From an optimization exercise on the open Yosys and OpenROAD flow, aimed at a short achievable clock period and few clock cycles; shortcuts taken in it are not production practice. Only simulation tests tie the RTL to the original design; equivalence was not proved.

==> flow/design.v, too long to show whole: its modules and the start of the top module <==
// module hamming_decoder: 43 lines
// module mdc_input_stage: 63 lines
// module matrix_buffer: 16 lines
// module det_engine: 542 lines
// module mdc_tree_0: 209 lines
// module mdc_tree_1: 279 lines
// module mdc_tree_2: 9 lines
// module mdc_tree_3: 401 lines
// module mdc_tree_4: 495 lines
// module mdc_tree_5: 495 lines
// module mdc_top: 49 lines
module mdc_top #(
    parameter int RUN_LEN = mdc_pkg::N_ENTRIES
) (
    input  wire logic         clk,
    input  wire logic         rst_n,
    input  wire logic         in_valid,
    input  wire logic [8:0]   in_mode,
    input  wire logic [14:0]  in_data,
    output logic              out_valid,
    output mdc_pkg::result_t  out_data
);
  // ...
==> flow/flow/run.sh <==
#!/bin/bash
# The standard layout; repair_timing aims at a setup slack well above
# zero so that it keeps shortening paths, and port buffers are buf_4
set -euo pipefail
bash standard.sh SETUP_SLACK_MARGIN=13.2 "BUFFER_PORTS_ARGS=-buffer_cell sky130_fd_sc_hd__buf_4" finish > standard_flow.log 2>&1
==> flow/standard.sh <==
#!/bin/bash
# synth_recipe.tcl (not shown) runs the flow's synth.tcl, then flattens the netlist and writes it again
# the make line also repeats each setting of config.mk as NAME=value (left out here)
make -C /OpenROAD-flow-scripts/flow DESIGN_CONFIG=/design/flow/config.mk WORK_HOME=/design/flow/orfs CLKGATE_MAP_FILE= SYNTH_SCRIPT=/design/flow/synth_recipe.tcl "${@:-finish}"
==> flow/config.mk <==
export PLATFORM = sky130hd
export DESIGN_NAME = mdc_top
export DESIGN_NICKNAME = mdc_top
export VERILOG_FILES = /design/flow/design.v
export SDC_FILE = /design/flow/constraint.sdc
export NUM_CORES = 4
export LEC_CHECK = 0
export CAP_MARGIN = 20
export CORE_MARGIN = 2
export CORE_UTILIZATION = 30
export SLEW_MARGIN = 20
export TNS_END_PERCENT = 10
==> flow/constraint.sdc <==
create_clock -name core_clock -period 18.0 [get_ports {clk}]
set_input_delay 3.6000 -clock core_clock [delete_from_list [all_inputs] [get_ports {clk}]]
set_output_delay 3.6000 -clock core_clock [all_outputs]
set_load 0.01 [all_outputs]
==> impl_results.md, run 1 <==
- Detail Placement HPWL: just under 600000 microns
- Multiplexer share of the synthesized area: 1.054%
- Most frequent cell after synthesis: inv_1
- Cell count of the worst reg-to-reg path: 13
- Vias in the first global route: around 170k
- Maximum fanout along the worst path: 1
- Worst slew margin: between 10% and 20%
- Dpl cell area: about 240000 sq um
- Critical Path Sink: out_data[146]
- Buf/Inv on CP: 1
- Synth top cells by count: 3799 x inv_1, 2976 x fa_1, 2618 x xnor2_1, 2180 x a22oi_1, 1778 x dfxtp_1
- Met3 routed wirelength: 99010 microns
- Synth Area in XOR/XNOR: between 10 and 15%
- Inverters: around 3800
- Largest register by flop count: u_det_engine.out_data
- Setup WS pre-CTS: between 10 and 15 ns
- Core Util, Final: roughly 34%
- Dpl cells: roughly 32000
- Synthesis Warnings: 5
- Wire length on met1: approximately 330000 microns
- CP Depth: 1
- IO Port Bufs: ~230
- Hold Buf Count CTS: 0
- Outcome: timing/DRC/antenna clean
- Synth Area in Compound Gates: roughly an eighth
- Largest registers: u_det_engine.out_data (207), u_matrix_buffer.mat (165)
- Tap cell count: around 10000
- Clock H-tree levels: 5
- CTS tree: built
- Share of cells above drive strength 1: around 7.7%
- Final GP Congestion: a little over 0.9
- # IOs: roughly 240
- HP Start: u_input_stage.run_last
- Largest cells by area after synthesis: fa_1 26%, dfxtp_1 16%, xnor2_1 10%
- Drt drc: 0
- Fin area: between 200000 and 300000 sq um
Testbench counts, summed over its fixed seeds: cycles 57,600.
==> inputs of run 2 (changes only) <==
==> flow/flow/run.sh (replaced) <==
#!/bin/bash
# The standard layout, in two parts: after placement, each register that
# drives an output port's buffer is moved next to that buffer and the
# placement legalised again (flow/move_out.tcl). repair_timing aims at a setup
# slack well above zero so that it keeps shortening paths; port buffers are
# buf_4. Each tool's output goes to a log file of its own.
set -euo pipefail
EXTRA=(SETUP_SLACK_MARGIN=13.2 "BUFFER_PORTS_ARGS=-buffer_cell sky130_fd_sc_hd__buf_4")
bash standard.sh "${EXTRA[@]}" place > standard_place.log 2>&1
MOVE_ODB=orfs/results/sky130hd/mdc_top/base/3_place.odb \
  openroad -no_init -exit flow/move_out.tcl > move_out.log 2>&1
bash standard.sh "${EXTRA[@]}" finish > standard_finish.log 2>&1
==> flow/flow/move_out.tcl (new file) <==
# Move each register that drives an output port's buffer next to that
# buffer, then legalise. The register's input side has slack to spare; its
# output wire is on the path to the port.
set odb $::env(MOVE_ODB)
read_db $odb
set block [ord::get_db_block]
set moved 0
foreach bterm [$block getBTerms] {
  if {[$bterm getIoType] ne "OUTPUT"} { continue }
  set net [$bterm getNet]
  if {$net eq "NULL"} { continue }
  # the port's buffer
  set buf ""
  foreach it [$net getITerms] {
    if {[$it isOutputSignal]} { set buf [$it getInst] }
  }
  if {$buf eq ""} { continue }
  # the buffer's input net and its driver
  foreach it [$buf getITerms] {
    if {[$it isInputSignal] && [$it getNet] ne "NULL"} { set innet [$it getNet] }
  }
  set drv ""
  foreach it [$innet getITerms] {
    if {[$it isOutputSignal]} { set drv [$it getInst] }
  }
  if {$drv eq ""} { continue }
  set master [[$drv getMaster] getName]
  if {![string match "*df*" $master]} { continue }
  set loc [$buf getLocation]
  $drv setLocation [lindex $loc 0] [lindex $loc 1]
  $drv setPlacementStatus PLACED
  incr moved
}
puts "moved $moved registers next to their output buffers"
detailed_placement
check_placement -verbose
write_db $odb
==> impl_results.md, run 2 <==
- Outcome: timing/DRC/antenna clean
- Final Cycle Share: between 20 and 30%
- Drt drc: 0 (unchanged)
- Synth top cells by count: 3799 x inv_1, 2976 x fa_1, 2618 x xnor2_1, 2180 x a22oi_1, 1778 x dfxtp_1
- Synth area leader: fa_1
- Cell count of the worst reg-to-reg path: 13 (unchanged)
- Met1 GRT Util: between 20% and 30%
- CP Depth: 1 (unchanged)
- RSZ-0062 raised after global routing: true
- Delay-heaviest family, CP: flip-flops
- Reg2Reg Launch Point: u_matrix_buffer.mat[59]
- Setup CP Type: reg2out
- Via count: approximately 170k
- Max Fclk: 0.1927 GHz
- Startpoint Class: flip-flop
- Initial antenna violation count: 88
- Max reg flops: just over 200
- Worst Tran Pin Value: between 1 and 1.5 ns
- First-pass GRT wire length: about 1200000 microns
- Final Net Count: 26210
- Insertion delay to the later sink of the worst-skew pair: between 1 and 1.5 ns
- Synthesis Warnings: 5 (unchanged)
- Total GRT Usage: approximately a fifth
- Fin. Hold Viols: 0
- Syn_area_per_cell: roughly 10 sq um
- Top-area cell type share of the netlist area: between 20% and 30%
- Distinct cells, synth: 87
- Most frequent cell after synthesis: inv_1
- Detail Placement HPWL: 592300 microns (unchanged)
- Final GP Congestion: 0.9215 (unchanged)
- Critical path arrival: 1.59 ns
- Largest net degree at the start of global routing: roughly 150
- Clock transition at the registers of the reported paths: roughly 0.060 ns
- Pins Over Slew Limit: 0
- Min-Delay Path Class: reg2reg
- Core footprint: between 700000 and 800000 sq um
- Flops & latches, synth: around 2600
- Clock Sink Count: between 2000 and 3000
- RR Endpoint: u_det_engine.pn_01_c[11]
- Worst path cell trace: buf_4
- Clock buffer depth: 4
- EDFF count, synth: between 600 and 700
- Max-cap violation count: 0
- Maximum fanout along the worst path: 1 (unchanged)
- Clock H-tree levels: 5 (unchanged)
- Global routing usage on met3: about 6.3%
- Commonest non-fill, non-tap cell in the layout: inv_1
- Total grt overflow: 0
- TNS Setup: 0 ns
- Die Y: 876.7 microns
- Root Buffer: clkbuf_16
- CTS tree: built
- Most frequent cells in the layout: 3779 x inv_1, 2976 x fa_1, 2606 x xnor2_1, 2180 x a22oi_1, 1755 x dfxtp_1
- IO Port Bufs: 234 (unchanged)
- Finish-stage setup viols: 0
- Hold Buf Count CTS: 0 (unchanged)
- GRT met2 Usage: between 30% and 40%
- Share of cells above drive strength 1: 7.670% (about the same)
- Initial cell density of the core: between 30 and 40%
- DR WL/cell: 26.09 microns
- CTS Buf Count: approximately 330
- Mapped Cells: 22580
- Synth async-reset ratio: slightly below 9%
- Leading register cell type out of synthesis: dfxtp_1
- Largest registers: u_det_engine.out_data (207), u_matrix_buffer.mat (165)
- Buf/Inv on CP: 1 (unchanged)
- Std-Cell Rows: between 300 and 400
- # IOs: 235 (unchanged)
- Share of the yosys chip area belonging to registers: 25.99%
- Die area: 768700 sq um
- Largest register by flop count: u_det_engine.out_data
- Most used routing layer: met2
- Layout Skew: slightly above 0.07 ns
- Register-to-Register Setup Slack: about 13 ns
- Largest cells by area after synthesis: fa_1 26%, dfxtp_1 16%, xnor2_1 10%
- # fillers: ~77000
- Crit path capture type: primary output
- Critical path's largest stage delay: around 0.4 ns
- Area Overhead vs Synth: 11.69%
- Post-route antenna net violation count: 0
- Hold Path Sink: u_input_stage.run_done
- Syn nets: between 20000 and 30000
- Critical Path RT: approximately 14 ns
- Worst slew margin: 12.51% (+2.5 points)
- Post-route minimum period: 5.190 ns
- Vias in the first global route: 174700 (+0.16%)
- CP max-delay cell: dfrtp_1
- Final wirelength: around 850000 microns
- Initial DRC Count: between 15000 and 20000
- Synthesized cell area: approximately 230000 sq um
- HP Start: u_input_stage.run_last
- Hold Crit Depth: 0
- Die X: 876.7 microns
- 1st-pass router iterations: 6
- Vias per cell: approximately 5.2
run 2: worst max-delay path by stage:
| stage | from | to | slack, ns |
|---|---|---|---|
| after floorplan | in_data[8] | u_input_stage.entry_q[10] | 13.07 |
| final | u_det_engine.out_data[178] | out_data[178] | 12.81 |
| after CTS | u_det_engine.out_data[119] | out_data[119] | 12.74 |
| after global placement | in_data[8] | u_input_stage.entry_q[7] | 11.06 |
| after global routing | u_det_engine.out_data[119] | out_data[119] | 12.79 |
| after detailed placement | u_input_stage.entry_q[5] | u_det_engine.d3_3_c[23] | 11.92 |
run 2: cell type report:
type	instances	area (sq um)	area share (%)
Timing Repair Buffer	864	7543	2.956
Inverter	3848	14540	5.696
Tap cell	10140	12690	4.972
Antenna cell	30	75.07	0.02941
Multi-Input combinational cell	14410	149300	58.50
Clock buffer	426	9226	3.615
Clock inverter	178	2386	0.9349
Sequential cell	2609	59450	23.29
run 2: stage by stage:
step	util (%)	setup slack, ns	area, sq um	hold WS, ns	cells
final	33.62	12.81	255200	0.3510	32510
after detailed placement	31.87	11.92	241900	0.3363	31790
after floorplan	-	13.07	228600	0.3312	22580
after CTS	33.56	12.74	254800	0.3494	32460
after global placement	31.86	11.06	241800	0.3356	31790
after global routing	33.61	12.79	255200	0.3539	32480
run 2: timing repair:
| action | in CTS | in global routing |
|---|---|---|
| gates resized for setup | 134 | 40 |
| setup buffers | 53 | 16 |
| endpoints found under the setup margin | 881 | 485 |
| pin swaps | 14 | 2 |
| gates cloned | 5 | 2 |
run 2: per-layer routing:
| metal | vias to the layer above | routed length (microns) |
|---|---|---|
| met5 | - | 427 |
| met4 | 56 | 55250 |
| li1 | 71250 | - |
| met2 | 10240 | 360700 |
| met3 | 2256 | 98990 |
| met1 | 86050 | 332900 |
run 2: cell families (layout without fill, tap and decap cells):
group | after synthesis | after routing | synth area share [%]
muxes | 239 | 239 | 1.054
other | 0 | 30 | 0
AOI/OAI and AO/OA | 4149 | 4150 | 12.62
buffers and inverters | 5569 | 5316 | 9.152
DFF | 2609 | 2609 | 25.99
and+or+nand+nor | 2230 | 2232 | 4.785
adders and majority gates | 4125 | 4125 | 32.36
xor gates and xnor gates | 3662 | 3662 | 14.04
==> inputs of run 3 (changes only) <==
--- a/flow/config.mk
+++ b/flow/config.mk
@@ -7,6 +7,6 @@
 export LEC_CHECK = 0
 export CAP_MARGIN = 20
 export CORE_MARGIN = 2
-export CORE_UTILIZATION = 30
+export CORE_UTILIZATION = 50
 export SLEW_MARGIN = 20
 export TNS_END_PERCENT = 10
==> impl_results.md, run 3 <==
- Max reg flops: 207 (unchanged)
- Synthesis Warnings: 5 (unchanged)
- Die X: 680.0 microns (-22%)
- RSZ-0062 raised after global routing: true
- Multi-input gate area: 149300 sq um (about the same)
- Worst slew margin: 10.75% (-1.8 points)
- Total GRT Usage: 34.95% (+14 points)
- Root Buffer: clkbuf_16
- Final wirelength: 823000 microns (-3.0%)
- Leading register cell type out of synthesis: dfxtp_1
- First-pass GRT wire length: 1187000 microns (-2.8%)
- Max Fclk: 0.1904 GHz (-1.2%)
- Die area: 462400 sq um (-40%)
- Min-Delay Path Class: reg2reg
- Synth top cells by count: 3799 x inv_1, 2976 x fa_1, 2618 x xnor2_1, 2180 x a22oi_1, 1778 x dfxtp_1
- Maximum fanout along the worst path: 48 (+47)
- Detail Placement HPWL: 579600 microns (-2.1%)
- Mapped Cells: 22580 (unchanged)
- Setup CP Type: reg2reg
- Die Y: 680.0 microns (-22%)
- Flops & latches, synth: 2609 (unchanged)
- CTS tree: built
- Commonest non-fill, non-tap cell in the layout: inv_1
- Hold Buf Count CTS: 0 (unchanged)
- EDFF count, synth: 601 (unchanged)
- Top-area cell type share of the netlist area: 26.07% (unchanged)
- Crit path capture type: flip-flop
- Fin. Hold Viols: 0 (unchanged)
- Synth area leader: fa_1
- Largest registers: u_det_engine.out_data (207), u_matrix_buffer.mat (165)
- Core footprint: 455500 sq um (-40%)
- Synth async-reset ratio: 8.816% (unchanged)
- Syn_area_per_cell: 10.12 sq um (unchanged)
- Crit path from: u_matrix_buffer.mat[90]
- Vias in the first global route: 171300 (-1.9%)
- Largest net degree at the start of global routing: 164 (+10%)
- Total grt overflow: 0 (unchanged)
- Critical Path RT: 18.88 ns (+4.48 ns)
- Max-cap violation count: 0 (unchanged)
- Share of cells above drive strength 1: 7.493% (-0.18 points)
- Initial cell density of the core: 50.16% (+20 points)
- CTS Buf Count: 314 (-3.7%)
- Area Overhead vs Synth: 9.136%
- Initial DRC Count: 18780 (-3.4%)
- Finish-stage setup viols: 0 (unchanged)
- Drt drc: 0 (unchanged)
- Largest register by flop count: u_det_engine.out_data
- Post-route antenna net violation count: 0 (unchanged)
- Distinct cells, synth: 87 (unchanged)
- 1st-pass router iterations: 9 (+3)
- Final GP Congestion: 0.9454 (+2.6%)
- Std-Cell Rows: 248 (-23%)
- Reg2Reg Launch Point: u_matrix_buffer.mat[90]
- Clock buffer depth: 4 (unchanged)
- Clock transition at the registers of the reported paths: 0.06 ns (about the same)
- Layout Skew: 0.07904 ns (+0.008008 ns)
- TNS Setup: 0 ns (unchanged)
- Synthesized cell area: 228500 sq um (unchanged)
- Initial antenna violation count: 83 (-5.7%)
- Share of the yosys chip area belonging to registers: 25.99% (unchanged)
- Pins Over Slew Limit: 0 (unchanged)
- Insertion delay to the later sink of the worst-skew pair: 1.05 ns (about the same)
- Clock Sink Count: 2609 (unchanged)
- Via count: 168700 (-0.70%)
- Clock H-tree levels: 5 (unchanged)
- Largest cells by area after synthesis: fa_1 26%, dfxtp_1 16%, xnor2_1 10%
- DR WL/cell: 28.95 microns (+11%)
- Vias per cell: 5.933 (+14%)
- Worst Tran Pin Value: 1.337 ns (+0.03392 ns)
- Most frequent cell after synthesis: inv_1
- Startpoint Class: flip-flop
- IO Port Bufs: 234 (unchanged)
- Post-route minimum period: 5.251 ns (+0.06160 ns)
- Final Net Count: 26200 (-0.042%)
- Most frequent cells in the layout: 3780 x inv_1, 2976 x fa_1, 2608 x xnor2_1, 2180 x a22oi_1, 1759 x dfxtp_1
- Final Cycle Share: 29.17% (+0.34 points)
- Core Util, Final: 54.75% (+21 points)
- Outcome: timing/DRC/antenna clean
- # IOs: 235 (unchanged)
- Critical path arrival: 6.13 ns (+4.54 ns)
- HP Start: u_input_stage.run_last
- # fillers: 40090 (-48%)
- Register Area: 59450 sq um (about the same)
- Syn nets: 26740 (unchanged)
[run 3: final timing paths]
kind	end	slack, ns	cells past startpoint
setup reg to reg	u_det_engine.r1_0_c[23]	12.75	10
max in group asynchronous	u_input_stage.slot_q[11]	13.53	3
min in group asynchronous	u_det_engine.out_data[71]	2.51	1
hold / removal	u_input_stage.run_done	0.35	0
setup / recovery	u_det_engine.r1_0_c[23]	12.75	10
hold reg to reg	u_input_stage.run_done	0.35	0
[run 3: timing repair]
action                     CTS  global route
hold endpoints to repair     0             0
setup endpoints to repair  741           682
pin swaps                   10            17
gates resized for setup     77           154
buffers inserted            16            80
gates cloned                 3             0
[run 3: per-stage QoR]
stage / std cells / worst slack, ns / hold slack, ns / instance area [sq um]
final: 28430 / 12.75 / 0.3523 / 249400
after global placement: 27630 / 11.57 / 0.3356 / 236400
after CTS: 28220 / 12.80 / 0.3552 / 247800
after global routing: 28390 / 12.80 / 0.3710 / 249300
after detailed placement: 27630 / 11.91 / 0.3415 / 236500
after floorplan: 22580 / 13.07 / 0.3312 / 228600
[run 3: worst max-delay path, cell delays in order, from the launching register on]
cell and delay, ns:
edfxtp_1 0.95, inv_1 0.50, ha_2 0.47, buf_4 0.66
a22oi_1 0.23, xor2_1 0.21, fa_1 0.51, fa_1 0.43
fa_1 0.50, inv_1 0.06, fa_1 0.48
[run 3: layer usage]
metal  up-vias  routed length, microns  global-route usage (%)
met2     10060                  358800                   52.82
met3      2412                   90030                   9.272
li1      71350                       -                       -
met1     84800                  311000                   44.26
met4        30                   62910                   22.83
met5         -                     207                       0
[run 3: kinds of logic after synthesis]
| logic type | count (synthesis) | synth area share (%) |
|---|---|---|
| compound gates | 4149 | 12.62 |
| xor+xnor | 3662 | 14.04 |
| fa+ha+maj | 4125 | 32.36 |
| buf+inv | 5569 | 9.152 |
| flops | 2609 | 25.99 |
| mux | 239 | 1.054 |
| simple gates | 2230 | 4.785 |
[run 3: cell type report]
type | instances | share of cell area, %
multi-input combinational | 14410 | 59.88
sequential | 2609 | 23.84
inverter | 3848 | 5.838
clock buffer | 433 | 3.676
tap | 6000 | 3.010
timing repair buffer | 865 | 3.002
clock inverter | 137 | 0.6261
antenna | 128 | 0.1284

## port drivers added, routing unchanged
How much do the figures lean on ideal ports? The routed layouts below were timed once more, with nothing changed but the port constraints. Step 1 (the two cells are an assumption about what drives the block):
set clk [get_ports {clk}]
set_driving_cell -lib_cell sky130_fd_sc_hd__clkbuf_16 $clk
set_driving_cell -lib_cell sky130_fd_sc_hd__buf_2 [delete_from_list [all_inputs] $clk]
Step 2, shift: input delay + t, output delay - t, t = (earliest + latest rising clock arrival at the registers) / 2. This alone moves slack from input paths to output paths. Slacks: ideal / step 1 / step 2; pairs: ideal / step 1.
run	shift t [ns]	setup WS [ns]	worst setup path at the end	pins driven straight from the clock port
run 1	1.131	12.656 / 12.519 / 11.954	input to register	1
run 2	1.147	12.810 / 12.686 / 12.066	input to register	1
run 3	1.131	12.749 / 12.699 / 11.968	input to register	1
After both steps every run listed still meets setup and hold. The setup slack of run 3, which loses most, moves by -0.050 ns with the drivers and by -0.781 ns with both steps.
